From an optimization exercise on the open Yosys and OpenROAD flow, aimed at small area, a short achievable clock period and few clock cycles per item; shortcuts taken in it are not production practice.
Where RTL was checked, it was by simulation tests only, not by an equivalence proof against the original.
Power is estimated from default activity; no workload was simulated.

## axi_slave_mem
module axi_slave_mem #(
    parameter int ADDR_WIDTH = 32,
    parameter int DATA_WIDTH = 32,
    parameter int MEM_DEPTH  = 64
) (
    input  logic                    aclk,
    input  logic                    arst,
    input  logic [3:0]              awid,
    input  logic [ADDR_WIDTH-1:0]   awaddr,
    input  logic [3:0]              awlen,
    input  logic [2:0]              awsize,
    input  logic [1:0]              awburst,
    input  logic [1:0]              awlock,
    input  logic [1:0]              awcache,
    input  logic [1:0]              awprot,
    input  logic                    awvalid,
    output logic                    awready,
    input  logic [3:0]              wid,
    input  logic [DATA_WIDTH-1:0]   wdata,
    input  logic [DATA_WIDTH/8-1:0] wstrb,
    input  logic                    wlast,
    input  logic                    wvalid,
    output logic                    wready,
    output logic [3:0]              bid,
    output logic [1:0]              bresp,
    output logic                    bvalid,
    input  logic                    bready,
    input  logic [3:0]              arid,
    input  logic [ADDR_WIDTH-1:0]   araddr,
    input  logic [3:0]              arlen,
    input  logic [2:0]              arsize,
    input  logic [1:0]              arburst,
    input  logic [1:0]              arlock,
    input  logic [1:0]              arcache,
    input  logic [1:0]              arprot,
    input  logic                    arvalid,
    output logic                    arready,
    output logic [3:0]              rid,
    output logic [DATA_WIDTH-1:0]   rdata,
    output logic [1:0]              rresp,
    output logic                    rlast,
    output logic                    rvalid,
  ...
clock: 8.0 ns
lec_check: 0
cap_margin: 20
core_margin: 2
core_utilization: 25
cts_cluster_diameter: 80
cts_cluster_size: 30
place_density: 0.35
setup_slack_margin: 4
slew_margin: 20
synth_memory_max_bits: 16384
run.sh (not shown) runs the stock make flow with config.mk's settings and CLKGATE_MAP_FILE= SYNTH_SCRIPT=/design/flow/synth_recipe.tcl, a recipe that flattens the netlist after the stock synthesis.
Next try:
CORE_UTILIZATION = 50   (was 25)
CTS_CLUSTER_DIAMETER = not set   (was 80)
CTS_CLUSTER_SIZE = not set   (was 30)
PLACE_DENSITY = 0.6   (was 0.35)
Effect:
- setup slack is better by 0.20 ns
- maximum frequency grows by a few percent
- clock skew shrinks by 0.036 ns
- power grows by a few percent
- routed wire length shrinks by about a fifth
- via count grows by a few percent
- non-clock buffer count shrinks by 25
- worst hold slack is worse by 0.010 ns
- sequential cell count is unchanged
No functional check of the RTL was part of any run of this note.

* * *

## run 1
axi_slave_mem, a different RTL version from the one above (not shown whole).
For scale: ~5,200 cells after synthesis, ~2,400 flip-flops, about 0.090 mm² of cells after synthesis.
## axi_slave_mem
module axi_slave_mem #(
    parameter int ADDR_WIDTH = 32,
    parameter int DATA_WIDTH = 32,
    parameter int MEM_DEPTH  = 64
) (
    input  logic                    aclk,
    input  logic                    arst,
    input  logic [3:0]              awid,
    input  logic [ADDR_WIDTH-1:0]   awaddr,
    input  logic [3:0]              awlen,
    input  logic [2:0]              awsize,
    input  logic [1:0]              awburst,
    input  logic [1:0]              awlock,
    input  logic [1:0]              awcache,
    input  logic [1:0]              awprot,
    input  logic                    awvalid,
    output logic                    awready,
    input  logic [3:0]              wid,
    input  logic [DATA_WIDTH-1:0]   wdata,
    input  logic [DATA_WIDTH/8-1:0] wstrb,
    input  logic                    wlast,
    input  logic                    wvalid,
    output logic                    wready,
    output logic [3:0]              bid,
    output logic [1:0]              bresp,
    output logic                    bvalid,
    input  logic                    bready,
    input  logic [3:0]              arid,
    input  logic [ADDR_WIDTH-1:0]   araddr,
    input  logic [3:0]              arlen,
    input  logic [2:0]              arsize,
    input  logic [1:0]              arburst,
    input  logic [1:0]              arlock,
    input  logic [1:0]              arcache,
    input  logic [1:0]              arprot,
    input  logic                    arvalid,
    output logic                    arready,
    output logic [3:0]              rid,
    output logic [DATA_WIDTH-1:0]   rdata,
    output logic [1:0]              rresp,
    output logic                    rlast,
    output logic                    rvalid,
    input  logic                    rready
);
export LEC_CHECK = 0
export CAP_MARGIN = 20
export CORE_MARGIN = 2
export CORE_UTILIZATION = 45
export CTS_CLUSTER_DIAMETER = 80
export CTS_CLUSTER_SIZE = 30
export PLACE_DENSITY = 0.55
export SETUP_SLACK_MARGIN = 5
export SLEW_MARGIN = 20
export SYNTH_MEMORY_MAX_BITS = 16384
export TNS_END_PERCENT = 10
create_clock -name core_clock -period 8.0 [get_ports {aclk}]
Testbench counts of run 1, summed over its fixed seeds: cycles 22,070, beats 28,664.
--- input diff run 1..run 2 ---
# run 1
export LEC_CHECK = 0
export CAP_MARGIN = 20
export CORE_MARGIN = 2
export CORE_UTILIZATION = 45
export CTS_CLUSTER_DIAMETER = 80
export CTS_CLUSTER_SIZE = 30
export PLACE_DENSITY = 0.55
export SETUP_SLACK_MARGIN = 5
export SLEW_MARGIN = 20
export SYNTH_MEMORY_MAX_BITS = 16384
export TNS_END_PERCENT = 10
create_clock -name core_clock -period 8.0 [get_ports {aclk}]
# run 2
export LEC_CHECK = 0
export CAP_MARGIN = 20
export CORE_MARGIN = 2
export CORE_UTILIZATION = 45
export CTS_CLUSTER_DIAMETER = 80
export CTS_CLUSTER_SIZE = 30
export PLACE_DENSITY = 0.55
export SETUP_SLACK_MARGIN = 5
export SLEW_MARGIN = 20
export SYNTH_MEMORY_MAX_BITS = 16384
create_clock -name core_clock -period 8.0 [get_ports {aclk}]
[summary]
Sort run 1 and run 2 by worst setup slack before clock tree synthesis, descending, and run 2 comes first. Run 2 gives more detailed-route wire length than run 1 did. Run 2 gives less sequential share of layout area than run 1 did.
Input-level comparison between run 3 and run 2:
# run 2
export LEC_CHECK = 0
export CAP_MARGIN = 20
export CORE_MARGIN = 2
export CORE_UTILIZATION = 45
export CTS_CLUSTER_DIAMETER = 80
export CTS_CLUSTER_SIZE = 30
export PLACE_DENSITY = 0.55
export SETUP_SLACK_MARGIN = 5
export SLEW_MARGIN = 20
export SYNTH_MEMORY_MAX_BITS = 16384
create_clock -name core_clock -period 8.0 [get_ports {aclk}]
# run 3
export LEC_CHECK = 0
export CAP_MARGIN = 20
export CORE_MARGIN = 2
export CORE_UTILIZATION = 62
export CTS_CLUSTER_DIAMETER = 80
export CTS_CLUSTER_SIZE = 30
export PLACE_DENSITY = 0.72
export SETUP_SLACK_MARGIN = 5
export SLEW_MARGIN = 20
export SYNTH_MEMORY_MAX_BITS = 16384
create_clock -name core_clock -period 8.0 [get_ports {aclk}]
## What came out
Against run 2 as the reference, run 3 delivers a higher utilization. On sequential cell area fraction in the yosys report, run 2 and run 3 are basically level. Run 2 -> run 3: timing-limited maximum frequency flat. The wire length number comes out lower for run 3 vs run 2. Row total power: run 3 lower / run 2 higher. Comparing run 2 and run 3, the higher via count of the first global-routing pass is on run 3. From run 2 to run 3, count of clock tree sinks did not move at all. Relative to run 2, global-route wire length before repair has decreased by 7.2% in run 3.

## separate check: timing with driven ports
The flow's constraints put no driver on any port. The routed layouts listed below were extracted and timed again, unchanged, in two steps.
Step 1: set_driving_cell puts a clkbuf_16 on aclk and a buf_2 on each other input, an assumption about the parent block.
Step 2 adds t to the input delays and takes it off the output delays; t is the mean of the earliest and latest rising clock arrival at the registers after step 1. Input paths then give back, and output paths get back, about the clock's delay inside the block.
Slacks: ideal ports / drivers / drivers and shift; pairs: ideal ports / drivers.
run	t, ns	slack for setup (ns)	worst data-port slew with drivers (ns)
the first run of note 1	0.990	3.792 / 3.792 / 3.002	0.11
the second run of note 1	0.974	3.989 / 4.039 / 3.073	0.09
run 1	0.901	4.553 / 4.553 / 3.871	0.06
run 2	0.921	4.726 / 4.781 / 3.859	0.06
run 3	0.891	4.728 / 4.745 / 3.881	0.09
After both steps setup and hold are still met in every run listed. For the second run of note 1, which loses most, drivers alone change the setup slack by +0.050 ns; drivers and shift together by -0.916 ns.
